What follows belongs to an exercise in optimizing a design on an open flow for small area, a short achievable clock period and few clock cycles; a production flow would make more cautious choices. At most, simulation tests tie the RTL to the original design; equivalence was not proved. No activity file was given, so power comes from the tool's default toggle rates.

## text_char_scanner_core
module text_char_scanner_core #(
    parameter int LINE_BITS   = 20,    
    parameter int COLUMN_BITS = 16,
    parameter int TAB_STOP    = 4
) (
    input  logic                       i_clk,
    input  logic                       i_rst_n,
    input  logic                       i_valid,
    input  logic [tcs_pkg::BYTE_W-1:0] i_byte,
    output logic                       o_ready,
    output logic                       o_valid,
    input  logic                       i_ready,
    output logic [1:0]                 o_kind,
    output logic [tcs_pkg::BYTE_W-1:0] o_char,
    output logic [tcs_pkg::LINE_W-1:0] o_line,
    output logic [tcs_pkg::COL_W-1:0]  o_col,
    output logic [2:0]                 o_code,
    output logic                       o_last
);
    localparam int K_NUL   = 0;    
    localparam int K_TAB   = 1;    
    localparam int K_LF    = 2;    
    localparam int K_CR    = 3;    
    localparam int K_STAR  = 4;    
    localparam int K_SLASH = 5;    
    localparam int K_LEAD  = 6;    
    localparam int K_C80   = 7;    
    localparam int K_CTL   = 8;    
    localparam int K_INC   = 9;    
    localparam int K_UERR  = 10;   
    localparam int NK      = 11;
    function automatic logic [NK-1:0] f_class(input logic [7:0] v);
        f_class          = '0;
        f_class[K_NUL]   = (v == 8'h00);
        f_class[K_TAB]   = (v == 8'h09);
        f_class[K_LF]    = (v == 8'h0A);
        f_class[K_CR]    = (v == 8'h0D);
        f_class[K_STAR]  = (v == 8'h2A);
        f_class[K_SLASH] = (v == 8'h2F);
        f_class[K_LEAD]  = (v == 8'hE2);
        f_class[K_C80]   = (v == 8'h80);
        f_class[K_CTL]   = ((v[7:5] == 3'b000) && v != 8'h00 && v != 8'h09
                            && v != 8'h0A && v != 8'h0D) || (v == 8'h7F);
        f_class[K_INC]   = (v[7] ? v[6] : (v[6] | v[5])) && (v != 8'h7F);
        case (v)
            8'h93, 8'h94, 8'h98, 8'h99, 8'h9C, 8'h9D: f_class[K_UERR] = 1'b1;
            default:                                  f_class[K_UERR] = 1'b0;
        endcase
    endfunction
    logic          r_sv;
    logic [7:0]    r_sb;
    logic          in_v;
    logic [7:0]    r_ib;
    logic [NK-1:0] r_k;
    logic        r_outv;      
    logic        r_olast;     
    logic        r_kerr;      
    logic        r_end;       
  ...
Size: roughly 72 flip-flops, about 64 I/O pins, ~0.0043 sq mm of cells after synthesis.
Settings: LEC_CHECK=0, CAP_MARGIN=20, CORE_MARGIN=2, CORE_UTILIZATION=40, CTS_BUF_LIST=sky130_fd_sc_hd__clkbuf_4 sky130_fd_sc_hd__clkbuf_8, SETUP_SLACK_MARGIN=2.1, SLEW_MARGIN=20; clock period 4.0 ns.
standard.sh (not shown) runs the stock make flow with config.mk's settings and CLKGATE_MAP_FILE= SYNTH_SCRIPT=/design/flow/synth_recipe.tcl, a recipe that flattens the netlist after the stock synthesis.
==> flow/flow/run.sh <==
#!/bin/bash
# Standard layout, with plain buf_1 cells as the port buffers.
set -euo pipefail
bash standard.sh BUFFER_PORTS_ARGS="-buffer_cell sky130_fd_sc_hd__buf_1" finish > make_finish.log 2>&1
The baseline passed the timing, DRC and antenna checks.
Then changed:
Settings changed: SETUP_SLACK_MARGIN 2.1 to 1.7.
Effect: The new run ran to the end with no violations. Setup slack is worse by 0.082 ns. Non-clock buffer count falls by 21. Sequential cell count stays the same. Wire length falls by a few percent. Hold slack barely changes. Power falls by a few percent. Die area does not change.
Then changed:
Settings changed: SETUP_SLACK_MARGIN 1.7 to 1.5.
What happened: Power goes down by 4.9%; core utilization goes down by 6.3 points; sequential power goes down by about 0.5%.
Then changed:
Settings changed: SETUP_SLACK_MARGIN 1.5 to 1.9.
Result:
- The changed run completed without violations
- critical path depth came out higher by 1
- area after synthesis does not change
- sequential power came out higher by about 0.8%
- synthesized cell count is unchanged
- final cell count came out higher by 7.8%
- clock skew is about the same
No run of this note included a check of the RTL's function; only the layout flow was run.

* * *

## v22
text_char_scanner_core, a different RTL version from the one above (not shown whole).
For scale: about 430 cells after synthesis, ~64 I/O pins.
clock: 4.0 ns
lec_check: 0
cap_margin: 20
core_margin: 2
core_utilization: 40
slew_margin: 20
run.sh (not shown) runs the stock make flow with config.mk's settings and CLKGATE_MAP_FILE= SYNTH_SCRIPT=/design/flow/synth_recipe.tcl, a recipe that flattens the netlist after the stock synthesis.
Stock flow here: none of the scripts above is used.
v22 finished every step from synthesis to the final layout, and the layout passed the timing, DRC and antenna checks.
Testbench counts of v22, summed over its fixed seeds: cycles 33,905.
## Diff of input files: v4 against v22
--- a/flow/config.mk
+++ b/flow/config.mk
@@ -9,3 +9,4 @@
 export CORE_MARGIN = 2
 export CORE_UTILIZATION = 40
+export SETUP_SLACK_MARGIN = 1.5
 export SLEW_MARGIN = 20
Findings:
The final reports for v4 and v22 show met2 demand-to-capacity share in global routing higher in the former. Comparing v22 and v4, synthesis-to-finish area growth is higher on v4. Logic depth of the worst register-to-register path: v4 < v22. Diff v22 -> v4: met1 routing resource usage after global routing increased 1.3 points, count of clock-buffer cells in the layout decreased 1.
The following lists how v48 was set up differently from v4:
==> flow/flow/run.sh (new file) <==
#!/bin/bash
# Standard layout, with plain buf_1 cells as the port buffers.
set -euo pipefail
bash standard.sh BUFFER_PORTS_ARGS="-buffer_cell sky130_fd_sc_hd__buf_1" finish > make_finish.log 2>&1
==> flow/standard.sh (new file) <==
#!/bin/bash
# synth_recipe.tcl (not shown) runs the flow's synth.tcl, then flattens the netlist and writes it again
# the make line also repeats each setting of config.mk as NAME=value (left out here)
make -C /OpenROAD-flow-scripts/flow DESIGN_CONFIG=/design/flow/config.mk WORK_HOME=/design/flow/orfs CLKGATE_MAP_FILE= SYNTH_SCRIPT=/design/flow/synth_recipe.tcl "${@:-finish}"
removed: flow/run.sh
### Flow results
Summary of v48 over v4: area growth from synthesis to layout dropped 9.5 points; clock buffer count climbed 1. Comparing the two runs side by side, v48 comes out ahead of v4 on power. Tightest hold margin: v48 < v4. Looking at setup slack after placement, v48 sits above v4. Relative to v4, number of vias in the routed layout has gone up in v48. Power per cell area is lower on v4.

* * *

== build 35 ==
text_char_scanner_core, a different RTL version from the one above (not shown whole).
For scale: about 530 cells after synthesis, ~72 flip-flops, about 64 I/O pins.
==> flow/config.mk <==
export PLATFORM = sky130hd
export DESIGN_NAME = text_char_scanner_core
export DESIGN_NICKNAME = text_char_scanner_core
export VERILOG_FILES = /design/flow/design.v
export SDC_FILE = /design/flow/constraint.sdc
export NUM_CORES = 4
export LEC_CHECK = 0
export ABC_AREA = 1
export CAP_MARGIN = 20
export CORE_MARGIN = 2
export CORE_UTILIZATION = 40
export CTS_BUF_LIST = sky130_fd_sc_hd__clkbuf_4 sky130_fd_sc_hd__clkbuf_8
export SETUP_SLACK_MARGIN = 1.7
export SLEW_MARGIN = 20
==> flow/constraint.sdc <==
create_clock -name core_clock -period 4.0 [get_ports {i_clk}]
set_input_delay 0.8000 -clock core_clock [delete_from_list [all_inputs] [get_ports {i_clk}]]
set_output_delay 0.8000 -clock core_clock [all_outputs]
set_load 0.01 [all_outputs]
standard.sh (not shown) runs the stock make flow with config.mk's settings and CLKGATE_MAP_FILE= SYNTH_SCRIPT=/design/flow/synth_recipe.tcl, a recipe that flattens the netlist after the stock synthesis.
==> flow/flow/run.sh <==
#!/bin/bash
# Standard layout, with plain buf_1 cells as the port buffers and the
# synthesis adder-cell step left out (abc maps the incrementers as gates).
set -euo pipefail
bash standard.sh BUFFER_PORTS_ARGS="-buffer_cell sky130_fd_sc_hd__buf_1" ADDER_MAP_FILE= finish > make_finish.log 2>&1
Build 35 finished every step from synthesis to the final layout, and the layout passed the timing, DRC and antenna checks.
Testbench counts of build 35, summed over its fixed seeds: cycles 33,905.
## Diff of input files: build 70 against build 35
- SETUP_SLACK_MARGIN changed from 1.7 to 1.8
- ABC_AREA removed (was 1)
==> run summary <==
Build 70 completed; timing, DRC and antenna clean. [compare] base=build 35 new=build 70: clock-buffer cell count shows a reduction of 4, share of cell area taken by multi-input logic gates went up, first-pass GRT wire length moved up. Build 70 leaves more setup margin than build 35. Of the two values seen for kind of critical path, in -> out was produced by build 35 and reg -> reg by build 70. Compared with build 35, in build 70 average cell area after synthesis up 1.9 um^2, signed area change from the synthesized netlist to the final layout up 5.3 points, routed wire length up about 9%.
## Diff of input files: build 17 against build 70
- an added ABC_AREA of 1
Results
Build 17 vs. build 70: actual transition at the worst max-transition pin went up by 0.044 ns.
Re number of buffers created by CTS: no difference whatsoever between build 17 and build 70.
Non-clock buffer count is lower on build 17
Sequential group share of total power, build 70 and build 17: larger value in build 17
Total global-route track usage is higher on build 70
Diff build 70 and build 17: share of the cycle needed by the critical path after routing higher in build 70
The clock transition time at the flip-flop clock pins of the worst setup and hold paths on build 70 is in line with that on build 17.
Edits applied to the flow inputs when going from build 17 to build 5:
- ABC_AREA removed (was 1)
==> flow/flow/run.sh <==
#!/bin/bash
# Standard layout, with plain buf_1 cells as the port buffers.
set -euo pipefail
bash standard.sh BUFFER_PORTS_ARGS="-buffer_cell sky130_fd_sc_hd__buf_1" finish > make_finish.log 2>&1
==> run summary <==
Result: PASS for each of build 17 and build 5
The clock period minus final worst setup slack reported for build 5 is greater than that of build 17 by 0.10 ns.
Compared with build 17, build 5 shows detailed placer's ending HPWL that has gone down by a few percent.
Build 17 → build 5: die outline height went down by about 1%, proportion of final cell area spent on non-clock buffers was more or less identical, peak clock frequency supported by timing went down by 4.7%.
Build 5 vs build 17 on portion of the clock cycle consumed by the worst path in the final layout: build 5 is the higher one.
Between build 17 and build 5, the first-iteration DRC count is lower for build 5.
Changes observed in build 5 relative to build 17: total of hold buffers inserted after clock tree synthesis flat; overall routed net length down 2.2%; signal arrival time at the worst endpoint shows an increase of 0.99 ns; post-synthesis average cell area shows an increase of 23%.

* * *

Another version of the RTL of text_char_scanner_core (not shown whole).
For scale: roughly 540 cells after synthesis, roughly 72 flip-flops, roughly 64 I/O pins, roughly 4200 sq um of cells after synthesis.
// text_char_scanner_core
module text_char_scanner_core #(
    parameter int LINE_BITS   = 20,    
    parameter int COLUMN_BITS = 16,
    parameter int TAB_STOP    = 4
) (
    input  logic                       i_clk,
    input  logic                       i_rst_n,
    input  logic                       i_valid,
    input  logic [tcs_pkg::BYTE_W-1:0] i_byte,
    output logic                       o_ready,
    output logic                       o_valid,
    input  logic                       i_ready,
    output logic [1:0]                 o_kind,
    output logic [tcs_pkg::BYTE_W-1:0] o_char,
    output logic [tcs_pkg::LINE_W-1:0] o_line,
    output logic [tcs_pkg::COL_W-1:0]  o_col,
    output logic [2:0]                 o_code,
    output logic                       o_last
);
    localparam int K_NUL   = 0;    
    localparam int K_TAB   = 1;    
    localparam int K_LF    = 2;    
    localparam int K_CR    = 3;    
    localparam int K_STAR  = 4;    
    localparam int K_SLASH = 5;    
    localparam int K_LEAD  = 6;    
    localparam int K_C80   = 7;    
    localparam int K_CTL   = 8;    
    localparam int K_INC   = 9;    
    localparam int K_UERR  = 10;   
    localparam int NK      = 11;
    function automatic logic [NK-1:0] f_class(input logic [7:0] v);
        f_class          = '0;
        f_class[K_NUL]   = (v == 8'h00);
        f_class[K_TAB]   = (v == 8'h09);
        f_class[K_LF]    = (v == 8'h0A);
        f_class[K_CR]    = (v == 8'h0D);
        f_class[K_STAR]  = (v == 8'h2A);
        f_class[K_SLASH] = (v == 8'h2F);
        f_class[K_LEAD]  = (v == 8'hE2);
        f_class[K_C80]   = (v == 8'h80);
        f_class[K_CTL]   = ((v[7:5] == 3'b000) && v != 8'h00 && v != 8'h09
  ...
clock: 4.0 ns
lec_check: 0
abc_area: 1
cap_margin: 20
core_margin: 2
core_utilization: 40
cts_buf_list: sky130_fd_sc_hd__clkbuf_4 sky130_fd_sc_hd__clkbuf_8
gpl_timing_driven: 0
setup_slack_margin: 1.85
slew_margin: 20
==> flow/flow/run.sh <==
#!/bin/bash
# Standard layout, with plain buf_1 cells as the port buffers and the
# synthesis adder-cell step left out (abc maps the incrementers as gates).
set -euo pipefail
bash standard.sh BUFFER_PORTS_ARGS="-buffer_cell sky130_fd_sc_hd__buf_1" ADDER_MAP_FILE= finish > make_finish.log 2>&1
Next try:
Settings changed: CAP_MARGIN 20 to 0, SETUP_SLACK_MARGIN 1.85 to 1.8, SLEW_MARGIN 20 to 0.
Clock skew fell by 0.0040 ns.
Count of clock-buffer cells in the layout climbs by 2.
Hold slack stays flat.
Die area is unchanged.
Global-route usage hardly moves.
Next try:
Settings changed: CAP_MARGIN 0 to 20, SLEW_MARGIN 0 to 20.
What happened:
- setup slack does not change
- sequential share of layout area stays the same
- cell count stays the same
Next try:
Settings changed: SETUP_SLACK_MARGIN 1.8 to 1.75.
Effect: The new run finished with timing, DRC and antenna clean. Final area hardly moves. Global-route usage barely changes. Flip-flop and latch count stays the same.
No functional check of the RTL was part of any run of this note.

* * *

## run A
text_char_scanner_core, a different RTL version from the one above (not shown whole).
Size in the first run: ~74 flip-flops, ~64 I/O pins, about 4200 sq um of cells after synthesis.
==> flow/config.mk <==
export PLATFORM = sky130hd
export DESIGN_NAME = text_char_scanner_core
export DESIGN_NICKNAME = text_char_scanner_core
export VERILOG_FILES = /design/flow/design.v
export SDC_FILE = /design/flow/constraint.sdc
export NUM_CORES = 4
export LEC_CHECK = 0
export ABC_AREA = 1
export CAP_MARGIN = 20
export CORE_MARGIN = 2
export CORE_UTILIZATION = 40
export CTS_BUF_LIST = sky130_fd_sc_hd__clkbuf_4 sky130_fd_sc_hd__clkbuf_8
export SETUP_SLACK_MARGIN = 2.0
export SLEW_MARGIN = 20
==> flow/constraint.sdc <==
create_clock -name core_clock -period 4.0 [get_ports {i_clk}]
set_input_delay 0.8000 -clock core_clock [delete_from_list [all_inputs] [get_ports {i_clk}]]
set_output_delay 0.8000 -clock core_clock [all_outputs]
set_load 0.01 [all_outputs]
Scripts as last shown in full above: flow/flow/run.sh
Testbench counts of run A, summed over its fixed seeds: cycles 33,905.
[inputs] run B vs run A
- CTS_BUF_LIST changed from sky130_fd_sc_hd__clkbuf_4 sky130_fd_sc_hd__clkbuf_8 to sky130_fd_sc_hd__clkbuf_2 sky130_fd_sc_hd__clkbuf_4
- SETUP_SLACK_MARGIN changed from 2.0 to 1.8
Run B vs. run A: detailed router's first-iteration violation count increased about 33%; mean number of vias per cell held steady.
Run B vs. run A: total power of the final layout went down by about 0.6%, hold path depth comparable, met2 wire length lower.
Run A: full flow OK, the timing, DRC and antenna checks passed
Run B has completed all stages; timing, DRC and antenna checks passed.
Run B vs run A, fmax went down by about 4.3%.
Run B vs run A: maximum fanout along the worst path up
Between run A and run B, worst IR drop on VDD is lower for run A, run B comes in above that.
Compared run B vs run A, and final area is down in run B.
#### Input delta (run C over run B)
- GPL_TIMING_DRIVEN: unset -> 0
- SETUP_SLACK_MARGIN: 1.8 -> 1.85
- CTS_BUF_LIST: sky130_fd_sc_hd__clkbuf_2 sky130_fd_sc_hd__clkbuf_4 -> sky130_fd_sc_hd__clkbuf_4 sky130_fd_sc_hd__clkbuf_8
Findings:
For post-route core utilization, run C and run B come out practically identical.
Run C vs run B: via count up slightly
Diff run B -> run C | maximum vdd ir drop | down by more than 10%
Between run B and run C, the area inside the core boundary does not differ in any meaningful way.
Going from run B to run C, the via density per instance was found to have gone up by about 0.54%.
What run D does differently from run C at the input level:
- GPL_TIMING_DRIVEN: 0 -> unset
- SETUP_SLACK_MARGIN: 1.85 -> 1.9
==> comparison <==
On clock-net power, the higher figure sits with run D, not run C.
When run D is set beside run C, its longest individual stage delay on the worst path turns out to be 0.03 ns smaller.
Detailed route, run D vs run C: via total higher for run D
Number of port buffers, run C and run D, lower one = run C.
The following lists how run E was set up differently from run D:
- SETUP_SLACK_MARGIN changed from 1.9 to 1.8
==> flow/flow/run.sh <==
#!/bin/bash
# Standard layout, with plain buf_1 cells as the port buffers, the synthesis
# adder-cell step left out, and timing repair limited to resizing and swaps.
set -euo pipefail
bash standard.sh BUFFER_PORTS_ARGS="-buffer_cell sky130_fd_sc_hd__buf_1" ADDER_MAP_FILE= SETUP_MOVE_SEQUENCE="unbuffer,sizeup,swap,clone" finish > make_finish.log 2>&1
Results
- Count of cells along the worst hold path came out exactly the same in run E and run D.
- Diff run D -> run E | layout buffer count excluding clock buffers | decrease of 26%
- Looking at run E and run D, the highest clock frequency the design can meet is a wash.
- Post-place setup slack improves in run E relative to run D.
- In terms of global-route usage over all layers, run E and run D differ only marginally.
- Changes observed in run E relative to run D: total sequential power roughly the same; power saw a decrease; largest clock skew in the final design flat; fraction of layout instances using a drive strength above 1 saw a decrease.
Inputs modified between run E and run F:
- SETUP_SLACK_MARGIN changed from 1.8 to 1.7
==> flow/flow/run.sh <==
#!/bin/bash
# Standard layout, with plain buf_1 cells as the port buffers and the
# synthesis adder-cell step left out (abc maps the incrementers as gates).
set -euo pipefail
bash standard.sh BUFFER_PORTS_ARGS="-buffer_cell sky130_fd_sc_hd__buf_1" ADDER_MAP_FILE= finish > make_finish.log 2>&1
## What came out
Overall power: run F vs run E up about 5%. The faster design of the two is run E; run F tops out lower. | post-placement cell count | run F vs run E | ≈ equal |. Run F against run E: share of final layout cell area taken by clock buffers and inverters rose 0.70 points; shortest period the worst path allows now larger; wire length on met3 now smaller. From run E to run F the numbers moved as follows: final wirelength -about 2%, wire length of the first global-routing pass higher, clock power rose by 14%, count of clock-buffer cells in the layout went up, share of power burned in combinational logic dropped 0.8 points.

==> afterwards: timing with drivers on the ports <==
The results above use ideal ports. As a check the final layouts listed here were re-extracted and re-timed, cells and wires unchanged.
Step 1: set_driving_cell puts a clkbuf_16 on i_clk and a buf_2 on each other input, an assumption about the parent block.
Step 2 times the ports against the registers' clock, not the clock port: input delays grow and output delays shrink by t, the midpoint of the rising clock arrivals with the driver on.
Three values: ideal ports, drivers, drivers and shift; two values: the first two.
run	t, ns	setup slack, ns	worst hold slack (ns)	worst slew at a driven data input, ns
the first run of note 1	0.396	1.604 / 1.607 / 1.215	0.472 / 0.472 / 0.472	0.05
the second run of note 1	0.401	1.521 / 1.521 / 1.197	0.472 / 0.472 / 0.472	0.04
the third run of note 1	0.392	1.549 / 1.550 / 1.175	0.481 / 0.480 / 0.480	0.03
the fourth run of note 1	0.398	1.587 / 1.584 / 1.185	0.475 / 0.475 / 0.475	0.05
v22	0.375	0.572 / 0.537 / 0.759	0.477 / 0.477 / 0.477	0.03
v4	0.376	1.504 / 1.472 / 1.471	0.496 / 0.496 / 0.496	0.03
v48	0.387	1.415 / 1.381 / 1.556	0.484 / 0.484 / 0.484	0.03
build 35	0.386	1.818 / 1.799 / 1.732	0.485 / 0.485 / 0.485	0.04
build 70	0.389	1.841 / 1.841 / 1.498	0.470 / 0.470 / 0.470	0.04
build 17	0.385	1.883 / 1.863 / 1.714	0.472 / 0.472 / 0.472	0.04
build 5	0.375	1.778 / 1.778 / 1.639	0.487 / 0.487 / 0.487	0.04
the first run of note 4	0.375	1.905 / 1.905 / 1.675	0.468 / 0.468 / 0.468	0.03
the second run of note 4	0.378	1.916 / 1.882 / 1.598	0.466 / 0.466 / 0.466	0.03
the third run of note 4	0.378	1.916 / 1.882 / 1.598	0.466 / 0.466 / 0.466	0.03
the fourth run of note 4	0.382	1.880 / 1.846 / 1.597	0.465 / 0.465 / 0.465	0.03
run A	0.385	1.978 / 1.942 / 1.836	0.473 / 0.473 / 0.473	0.04
run B	0.460	1.888 / 1.888 / 1.544	0.489 / 0.489 / 0.489	0.05
run C	0.388	1.994 / 1.993 / 1.683	0.480 / 0.480 / 0.480	0.05
run D	0.388	1.899 / 1.867 / 1.616	0.477 / 0.477 / 0.477	0.06
run E	0.386	1.896 / 1.896 / 1.660	0.480 / 0.480 / 0.480	0.05
run F	0.387	1.883 / 1.895 / 1.508	0.484 / 0.484 / 0.484	0.04
After both steps setup and hold are still met in every run listed. The setup slack of the fourth run of note 1, which loses most, moves by -0.003 ns with the drivers and by -0.402 ns with both steps.
